What follows belongs to an exercise in optimizing a design on an open flow for small area; a production flow would make more cautious choices. At most, simulation tests tie the RTL to the original design; equivalence was not proved. No activity file was given, so power comes from the tool's default toggle rates.

==> inputs of v19 <==
==> flow/design.v <==
module ext_msg_ram #(
  parameter int MSG_WIDTH  = 6,
  parameter int LANES      = 3,
  parameter int ADDR_WIDTH = 8,
  parameter int RAM_DEPTH  = 1 << ADDR_WIDTH
) (
  input  logic                         clk,
  input  logic                         rst,
  input  logic                         cs,
  input  logic                         we,
  input  logic [LANES-1:0]             lane_en,
  input  logic [ADDR_WIDTH-1:0]        address,
  input  logic [LANES*MSG_WIDTH-1:0]   data_in,
  input  logic                         clear_req,
  output logic [LANES*MSG_WIDTH-1:0]   data_out,
  output logic                         rd_valid,
  output logic                         busy
);
  localparam int WORD_W = LANES * MSG_WIDTH;
  localparam logic [ADDR_WIDTH-1:0] LAST_ADDR = ADDR_WIDTH'(RAM_DEPTH - 1);
  logic                   busy_q;
  logic [ADDR_WIDTH-1:0]  clr_addr_q;
  logic                   rd_valid_q;
  logic [WORD_W-1:0]      data_out_q;
  logic                   acc_s;       
  logic [ADDR_WIDTH-1:0]  ram_addr_s;  
  logic [RAM_DEPTH-1:0]   sel_s;       
  logic [LANES-1:0]       lane_wr_s;   
  logic [WORD_W-1:0]      wcol_s;      
  logic [WORD_W-1:0]      rdata_s;
  assign acc_s      = ~busy_q & cs;
  assign ram_addr_s = busy_q ? clr_addr_q : address;
  always_comb begin
    if (rst)         lane_wr_s = '0;
    else if (busy_q) lane_wr_s = '1;
    else if (cs & we) lane_wr_s = lane_en;
    else             lane_wr_s = '0;
  end
  for (genvar c = 0; c < WORD_W; c++) begin : g_col
    assign wcol_s[c] = lane_wr_s[c / MSG_WIDTH] & ~busy_q & data_in[c];
  end
  for (genvar w = 0; w < RAM_DEPTH; w++) begin : g_dec
    assign sel_s[w] = (ram_addr_s == ADDR_WIDTH'(w));
  end
  logic [WORD_W-1:0] mem_q [RAM_DEPTH];
  logic [WORD_W-1:0] mem_d [RAM_DEPTH];
  for (genvar w = 0; w < RAM_DEPTH; w++) begin : g_word
    logic [LANES-1:0] hold_s;
    for (genvar l = 0; l < LANES; l++) begin : g_hold
      assign hold_s[l] = ~(sel_s[w] & lane_wr_s[l]);
    end
    for (genvar c = 0; c < WORD_W; c++) begin : g_bit
      assign mem_d[w][c] = (sel_s[w] & wcol_s[c]) | (mem_q[w][c] & hold_s[c / MSG_WIDTH]);
    end
    always_ff @(posedge clk) mem_q[w] <= mem_d[w];
  end
  localparam int RD_LOG = 3;
  localparam int RD_GRP = 1 << RD_LOG;
  localparam int N_GRP  = RAM_DEPTH / RD_GRP;
  localparam int UP_W   = ADDR_WIDTH - RD_LOG;
  logic [RD_GRP-1:0] rsel_s;
  for (genvar j = 0; j < RD_GRP; j++) begin : g_rsel
    assign rsel_s[j] = (address[RD_LOG-1:0] == RD_LOG'(j));
  end
  logic [WORD_W-1:0] rd_lvl [UP_W+1][N_GRP];
  for (genvar g = 0; g < N_GRP; g++) begin : g_rd0
    for (genvar c = 0; c < WORD_W; c++) begin : g_c
      logic [RD_GRP-1:0] qv;
      for (genvar j = 0; j < RD_GRP; j++) begin : g_t
        assign qv[j] = mem_q[g*RD_GRP + j][c];
      end
      ext_msg_ram_rdgrp #(.N(RD_GRP)) u_grp (.sel(rsel_s), .q(qv), .y(rd_lvl[0][g][c]));
    end
  end
  for (genvar k = 0; k < UP_W; k++) begin : g_rdl
    for (genvar j = 0; j < (N_GRP >> (k + 1)); j++) begin : g_rdm
      assign rd_lvl[k+1][j] = address[RD_LOG+k] ? rd_lvl[k][2*j+1] : rd_lvl[k][2*j];
    end
  end
  assign rdata_s = rd_lvl[UP_W][0];
  always_ff @(posedge clk) begin
    if (rst) begin
      busy_q     <= 1'b1;
      clr_addr_q <= '0;
      rd_valid_q <= 1'b0;
      data_out_q <= '0;
    end else begin
      rd_valid_q <= acc_s;
      if (busy_q) begin
        clr_addr_q <= clr_addr_q + 1'b1;
        if (clr_addr_q == LAST_ADDR) busy_q <= 1'b0;
      end else if (clear_req) begin
        busy_q     <= 1'b1;
        clr_addr_q <= '0;
      end
      if (acc_s) begin
        for (int i = 0; i < LANES; i++) begin
          if (we && lane_en[i])
            data_out_q[i*MSG_WIDTH +: MSG_WIDTH] <= data_in[i*MSG_WIDTH +: MSG_WIDTH];
          else
            data_out_q[i*MSG_WIDTH +: MSG_WIDTH] <= rdata_s[i*MSG_WIDTH +: MSG_WIDTH];
        end
      end
    end
  end
  assign data_out = data_out_q;
  assign rd_valid = rd_valid_q;
  assign busy     = busy_q;
endmodule
module ext_msg_ram_rdgrp #(
  parameter int N = 8
) (
  input  logic [N-1:0] sel,
  input  logic [N-1:0] q,
  output logic         y
);
  logic n0, n1, n2;
  ext_msg_ram_aoi3 u_a0 (.s(sel[2:0]), .q(q[2:0]), .yn(n0));
  ext_msg_ram_aoi3 u_a1 (.s(sel[5:3]), .q(q[5:3]), .yn(n1));
  assign n2 = ~((sel[6] & q[6]) | (sel[7] & q[7]));
  assign y  = ~(n0 & n1 & n2);
endmodule
module ext_msg_ram_aoi3 (
  input  logic [2:0] s,
  input  logic [2:0] q,
  output logic       yn
);
  assign yn = ~|(s & q);
endmodule
==> flow/run.sh <==
#!/bin/bash
# synth_recipe.tcl (not shown) runs the flow's synth.tcl, then flattens the netlist and writes it again
# the make line also repeats each setting of config.mk as NAME=value (left out here)
make -C /OpenROAD-flow-scripts/flow DESIGN_CONFIG=/design/flow/config.mk WORK_HOME=/design/flow/orfs CLKGATE_MAP_FILE= SYNTH_SCRIPT=/design/flow/synth_recipe.tcl finish
==> flow/config.mk <==
export PLATFORM = sky130hd
export DESIGN_NAME = ext_msg_ram
export DESIGN_NICKNAME = ext_msg_ram
export VERILOG_FILES = /design/flow/design.v
export SDC_FILE = /design/flow/constraint.sdc
export NUM_CORES = 4
export LEC_CHECK = 0
export CAP_MARGIN = 20
export CORE_MARGIN = 2
export CORE_UTILIZATION = 50
export CTS_BUF_LIST = sky130_fd_sc_hd__clkbuf_8
export CTS_CLUSTER_DIAMETER = 80
export CTS_CLUSTER_SIZE = 14
export PLACE_DENSITY = 0.6
export SLEW_MARGIN = 20
export SYNTH_HIERARCHICAL = 1
export SYNTH_MINIMUM_KEEP_SIZE = 0
==> flow/constraint.sdc <==
create_clock -name core_clock -period 6.0 [get_ports {clk}]
set_input_delay 1.2000 -clock core_clock [delete_from_list [all_inputs] [get_ports {clk}]]
set_output_delay 1.2000 -clock core_clock [all_outputs]
set_load 0.01 [all_outputs]
==> inputs of v34, as changes to v19 <==
--- a/flow/design.v
+++ b/flow/design.v
@@ -45,4 +45,5 @@
   logic [WORD_W-1:0] mem_q [RAM_DEPTH];
   logic [WORD_W-1:0] mem_d [RAM_DEPTH];
+  logic [WORD_W-1:0] rd_terms [RAM_DEPTH];
   for (genvar w = 0; w < RAM_DEPTH; w++) begin : g_word
     logic [LANES-1:0] hold_s;
@@ -52,31 +53,12 @@
     for (genvar c = 0; c < WORD_W; c++) begin : g_bit
       assign mem_d[w][c] = (sel_s[w] & wcol_s[c]) | (mem_q[w][c] & hold_s[c / MSG_WIDTH]);
+      assign rd_terms[w][c] = sel_s[w] & mem_q[w][c];
     end
     always_ff @(posedge clk) mem_q[w] <= mem_d[w];
   end
-  localparam int RD_LOG = 3;
-  localparam int RD_GRP = 1 << RD_LOG;
-  localparam int N_GRP  = RAM_DEPTH / RD_GRP;
-  localparam int UP_W   = ADDR_WIDTH - RD_LOG;
-  logic [RD_GRP-1:0] rsel_s;
-  for (genvar j = 0; j < RD_GRP; j++) begin : g_rsel
-    assign rsel_s[j] = (address[RD_LOG-1:0] == RD_LOG'(j));
+  always_comb begin
+    rdata_s = '0;
+    for (int w = 0; w < RAM_DEPTH; w++) rdata_s = rdata_s | rd_terms[w];
   end
-  logic [WORD_W-1:0] rd_lvl [UP_W+1][N_GRP];
-  for (genvar g = 0; g < N_GRP; g++) begin : g_rd0
-    for (genvar c = 0; c < WORD_W; c++) begin : g_c
-      logic [RD_GRP-1:0] qv;
-      for (genvar j = 0; j < RD_GRP; j++) begin : g_t
-        assign qv[j] = mem_q[g*RD_GRP + j][c];
-      end
-      ext_msg_ram_rdgrp #(.N(RD_GRP)) u_grp (.sel(rsel_s), .q(qv), .y(rd_lvl[0][g][c]));
-    end
-  end
-  for (genvar k = 0; k < UP_W; k++) begin : g_rdl
-    for (genvar j = 0; j < (N_GRP >> (k + 1)); j++) begin : g_rdm
-      assign rd_lvl[k+1][j] = address[RD_LOG+k] ? rd_lvl[k][2*j+1] : rd_lvl[k][2*j];
-    end
-  end
-  assign rdata_s = rd_lvl[UP_W][0];
   always_ff @(posedge clk) begin
     if (rst) begin
@@ -108,22 +90,2 @@
   assign busy     = busy_q;
 endmodule
-module ext_msg_ram_rdgrp #(
-  parameter int N = 8
-) (
-  input  logic [N-1:0] sel,
-  input  logic [N-1:0] q,
-  output logic         y
-);
-  logic n0, n1, n2;
-  ext_msg_ram_aoi3 u_a0 (.s(sel[2:0]), .q(q[2:0]), .yn(n0));
-  ext_msg_ram_aoi3 u_a1 (.s(sel[5:3]), .q(q[5:3]), .yn(n1));
-  assign n2 = ~((sel[6] & q[6]) | (sel[7] & q[7]));
-  assign y  = ~(n0 & n1 & n2);
-endmodule
-module ext_msg_ram_aoi3 (
-  input  logic [2:0] s,
-  input  logic [2:0] q,
-  output logic       yn
-);
-  assign yn = ~|(s & q);
-endmodule
- CTS_BUF_LIST: sky130_fd_sc_hd__clkbuf_8 -> sky130_fd_sc_hd__clkbuf_4 sky130_fd_sc_hd__clkbuf_8
- CTS_CLUSTER_DIAMETER: 80 -> 60
- CTS_CLUSTER_SIZE: 14 -> 20
- SYNTH_HIERARCHICAL: 1 -> default
- SYNTH_MINIMUM_KEEP_SIZE: 0 -> default
==> inputs of v9, as changes to v19 <==
--- a/flow/design.v
+++ b/flow/design.v
@@ -55,28 +55,24 @@
     always_ff @(posedge clk) mem_q[w] <= mem_d[w];
   end
-  localparam int RD_LOG = 3;
-  localparam int RD_GRP = 1 << RD_LOG;
-  localparam int N_GRP  = RAM_DEPTH / RD_GRP;
-  localparam int UP_W   = ADDR_WIDTH - RD_LOG;
-  logic [RD_GRP-1:0] rsel_s;
-  for (genvar j = 0; j < RD_GRP; j++) begin : g_rsel
-    assign rsel_s[j] = (address[RD_LOG-1:0] == RD_LOG'(j));
+  localparam int RD_GRP = 12;
+  localparam int N_FULL = RAM_DEPTH / RD_GRP;
+  localparam int REM    = RAM_DEPTH - N_FULL * RD_GRP;
+  localparam int N_GRP  = N_FULL + 1;
+  logic [N_GRP-1:0] grp_s [WORD_W];
+  for (genvar c = 0; c < WORD_W; c++) begin : g_rc
+    logic [RAM_DEPTH-1:0] qc;
+    for (genvar w = 0; w < RAM_DEPTH; w++) begin : g_t
+      assign qc[w] = mem_q[w][c];
+    end
+    for (genvar g = 0; g < N_FULL; g++) begin : g_rd
+      ext_msg_ram_rdgrp12 u_grp (
+        .sel(sel_s[g*RD_GRP +: RD_GRP]), .q(qc[g*RD_GRP +: RD_GRP]), .y(grp_s[c][g]));
+    end
+    ext_msg_ram_rdgrp4 u_last (
+      .sel(sel_s[N_FULL*RD_GRP +: REM]), .q(qc[N_FULL*RD_GRP +: REM]), .y(grp_s[c][N_FULL]));
   end
-  logic [WORD_W-1:0] rd_lvl [UP_W+1][N_GRP];
-  for (genvar g = 0; g < N_GRP; g++) begin : g_rd0
-    for (genvar c = 0; c < WORD_W; c++) begin : g_c
-      logic [RD_GRP-1:0] qv;
-      for (genvar j = 0; j < RD_GRP; j++) begin : g_t
-        assign qv[j] = mem_q[g*RD_GRP + j][c];
-      end
-      ext_msg_ram_rdgrp #(.N(RD_GRP)) u_grp (.sel(rsel_s), .q(qv), .y(rd_lvl[0][g][c]));
-    end
+  for (genvar c = 0; c < WORD_W; c++) begin : g_ror
+    assign rdata_s[c] = |grp_s[c];
   end
-  for (genvar k = 0; k < UP_W; k++) begin : g_rdl
-    for (genvar j = 0; j < (N_GRP >> (k + 1)); j++) begin : g_rdm
-      assign rd_lvl[k+1][j] = address[RD_LOG+k] ? rd_lvl[k][2*j+1] : rd_lvl[k][2*j];
-    end
-  end
-  assign rdata_s = rd_lvl[UP_W][0];
   always_ff @(posedge clk) begin
     if (rst) begin
@@ -108,16 +104,24 @@
   assign busy     = busy_q;
 endmodule
-module ext_msg_ram_rdgrp #(
-  parameter int N = 8
-) (
-  input  logic [N-1:0] sel,
-  input  logic [N-1:0] q,
-  output logic         y
+module ext_msg_ram_rdgrp12 (
+  input  logic [11:0] sel,
+  input  logic [11:0] q,
+  output logic        y
 );
-  logic n0, n1, n2;
-  ext_msg_ram_aoi3 u_a0 (.s(sel[2:0]), .q(q[2:0]), .yn(n0));
-  ext_msg_ram_aoi3 u_a1 (.s(sel[5:3]), .q(q[5:3]), .yn(n1));
-  assign n2 = ~((sel[6] & q[6]) | (sel[7] & q[7]));
-  assign y  = ~(n0 & n1 & n2);
+  logic [3:0] n;
+  for (genvar i = 0; i < 4; i++) begin : g_a
+    ext_msg_ram_aoi3 u_a (.s(sel[3*i +: 3]), .q(q[3*i +: 3]), .yn(n[i]));
+  end
+  assign y = ~&n;
+endmodule
+module ext_msg_ram_rdgrp4 (
+  input  logic [3:0] sel,
+  input  logic [3:0] q,
+  output logic       y
+);
+  logic n0, n1;
+  assign n0 = ~((sel[0] & q[0]) | (sel[1] & q[1]));
+  assign n1 = ~((sel[2] & q[2]) | (sel[3] & q[3]));
+  assign y  = ~(n0 & n1);
 endmodule
 module ext_msg_ram_aoi3 (
==> inputs of v26, as changes to v19 <==
--- a/flow/design.v
+++ b/flow/design.v
@@ -55,28 +55,24 @@
     always_ff @(posedge clk) mem_q[w] <= mem_d[w];
   end
-  localparam int RD_LOG = 3;
-  localparam int RD_GRP = 1 << RD_LOG;
-  localparam int N_GRP  = RAM_DEPTH / RD_GRP;
-  localparam int UP_W   = ADDR_WIDTH - RD_LOG;
-  logic [RD_GRP-1:0] rsel_s;
-  for (genvar j = 0; j < RD_GRP; j++) begin : g_rsel
-    assign rsel_s[j] = (address[RD_LOG-1:0] == RD_LOG'(j));
+  localparam int RD_GRP = 12;
+  localparam int N_FULL = RAM_DEPTH / RD_GRP;
+  localparam int REM    = RAM_DEPTH - N_FULL * RD_GRP;
+  localparam int N_GRP  = N_FULL + 1;
+  logic [N_GRP-1:0] grp_s [WORD_W];
+  for (genvar c = 0; c < WORD_W; c++) begin : g_rc
+    logic [RAM_DEPTH-1:0] qc;
+    for (genvar w = 0; w < RAM_DEPTH; w++) begin : g_t
+      assign qc[w] = mem_q[w][c];
+    end
+    for (genvar g = 0; g < N_FULL; g++) begin : g_rd
+      ext_msg_ram_rdgrp12 u_grp (
+        .sel(sel_s[g*RD_GRP +: RD_GRP]), .q(qc[g*RD_GRP +: RD_GRP]), .y(grp_s[c][g]));
+    end
+    ext_msg_ram_rdgrp4 u_last (
+      .sel(sel_s[N_FULL*RD_GRP +: REM]), .q(qc[N_FULL*RD_GRP +: REM]), .y(grp_s[c][N_FULL]));
   end
-  logic [WORD_W-1:0] rd_lvl [UP_W+1][N_GRP];
-  for (genvar g = 0; g < N_GRP; g++) begin : g_rd0
-    for (genvar c = 0; c < WORD_W; c++) begin : g_c
-      logic [RD_GRP-1:0] qv;
-      for (genvar j = 0; j < RD_GRP; j++) begin : g_t
-        assign qv[j] = mem_q[g*RD_GRP + j][c];
-      end
-      ext_msg_ram_rdgrp #(.N(RD_GRP)) u_grp (.sel(rsel_s), .q(qv), .y(rd_lvl[0][g][c]));
-    end
+  for (genvar c = 0; c < WORD_W; c++) begin : g_ror
+    assign rdata_s[c] = |grp_s[c];
   end
-  for (genvar k = 0; k < UP_W; k++) begin : g_rdl
-    for (genvar j = 0; j < (N_GRP >> (k + 1)); j++) begin : g_rdm
-      assign rd_lvl[k+1][j] = address[RD_LOG+k] ? rd_lvl[k][2*j+1] : rd_lvl[k][2*j];
-    end
-  end
-  assign rdata_s = rd_lvl[UP_W][0];
   always_ff @(posedge clk) begin
     if (rst) begin
@@ -108,16 +104,24 @@
   assign busy     = busy_q;
 endmodule
-module ext_msg_ram_rdgrp #(
-  parameter int N = 8
-) (
-  input  logic [N-1:0] sel,
-  input  logic [N-1:0] q,
-  output logic         y
+module ext_msg_ram_rdgrp12 (
+  input  logic [11:0] sel,
+  input  logic [11:0] q,
+  output logic        y
 );
-  logic n0, n1, n2;
-  ext_msg_ram_aoi3 u_a0 (.s(sel[2:0]), .q(q[2:0]), .yn(n0));
-  ext_msg_ram_aoi3 u_a1 (.s(sel[5:3]), .q(q[5:3]), .yn(n1));
-  assign n2 = ~((sel[6] & q[6]) | (sel[7] & q[7]));
-  assign y  = ~(n0 & n1 & n2);
+  logic [3:0] n;
+  for (genvar i = 0; i < 4; i++) begin : g_a
+    ext_msg_ram_aoi3 u_a (.s(sel[3*i +: 3]), .q(q[3*i +: 3]), .yn(n[i]));
+  end
+  assign y = ~&n;
+endmodule
+module ext_msg_ram_rdgrp4 (
+  input  logic [3:0] sel,
+  input  logic [3:0] q,
+  output logic       y
+);
+  logic n0, n1;
+  assign n0 = ~((sel[0] & q[0]) | (sel[1] & q[1]));
+  assign n1 = ~((sel[2] & q[2]) | (sel[3] & q[3]));
+  assign y  = ~(n0 & n1);
 endmodule
 module ext_msg_ram_aoi3 (
- CTS_CLUSTER_SIZE: 14 -> 15
- PLACE_DENSITY: 0.6 -> 0.72
==> run summary <==
item                                                                                         v34              v9            v19             v26
Number of logic inverters in the finished layout                                               -             217              5             217
Worst r2r dst                                                                                  -  data_out_q[10]  mem_q[124][0]  data_out_q[16]
Initial Util                                                                               0.502           0.502          0.503           0.502
Final count of pins violating max slew                                                         -               0              0               0
Count of buffering cells on the critical path with inverters included                          -               4              6               5
Highest metal layer used by the detailed router                                                -            met5           met5            met5
Fraction of synthesized cell area taken by the top area cell type                          0.545           0.566          0.557           0.566
Number of buffers created by CTS                                                             344             369            369             351
Proportion of power drawn by flip-flops and latches                                            -           0.649          0.642           0.653
Placed Cells incl. Taps                                                                   20,500          17,900         18,200          18,000
Clock latency of the later-clocked register in the worst-skew pair                             -         1.18 ns        1.17 ns         1.19 ns
Sequential cell count                                                                          -           4,636          4,636           4,636
Routed length per instance                                                                     -         36.4 µm        34.3 µm         33.2 µm
Worst path arrival time                                                                        -         6.85 ns        6.01 ns         6.86 ns
Relative contribution of the clock network to total power                                      -           0.327          0.331           0.324
Power consumed by combinational cells                                                          -         1210 µW        1320 µW         1140 µW
Tapcells                                                                                       -           4,346          4,366           4,346
Outcome                                                                aborted with a tool error  no timing/DRC/antenna violations  no timing/DRC/antenna violations  no timing/DRC/antenna violations
Failing step                                                                      global routing               -              -               -
Function not checked in v34: the RTL went through the layout flow alone.

[what the ideal ports hide]
The flow's constraints put no driver on any port. The routed layouts listed below were extracted and timed again, unchanged, in two steps. Step 1 assumes that a clkbuf_16 drives the clock port and a buf_2 every other input. Step 2 also shifts input and output timing later by t, the mid clock arrival at the registers, as if the neighbouring blocks saw the same clock. a / b / c = ideal ports / drivers / drivers and shift; a / b = the first two.
| run | shift t [ns] | setup slack, ns | worst hold slack (ns) | latest minus earliest clock arrival (ns) | pins driven straight from the clock port |
|---|---|---|---|---|---|
| v19 | 1.250 | 1.050 / 1.122 / -0.128 | 0.469 / 0.474 / 0.478 | 0.057 / 0.057 | 1 |
| v9 | 1.258 | 0.180 / 0.180 / -0.603 | 0.467 / 0.467 / 0.467 | 0.052 / 0.052 | 1 |
| v26 | 1.233 | 0.178 / 0.178 / -0.748 | 0.467 / 0.467 / 0.467 | 0.158 / 0.158 | 1 |
Met with ideal ports but missed after step 2: setup timing in every run listed. For v19, which loses most, drivers alone change the setup slack by +0.072 ns; drivers and shift together by -1.178 ns.
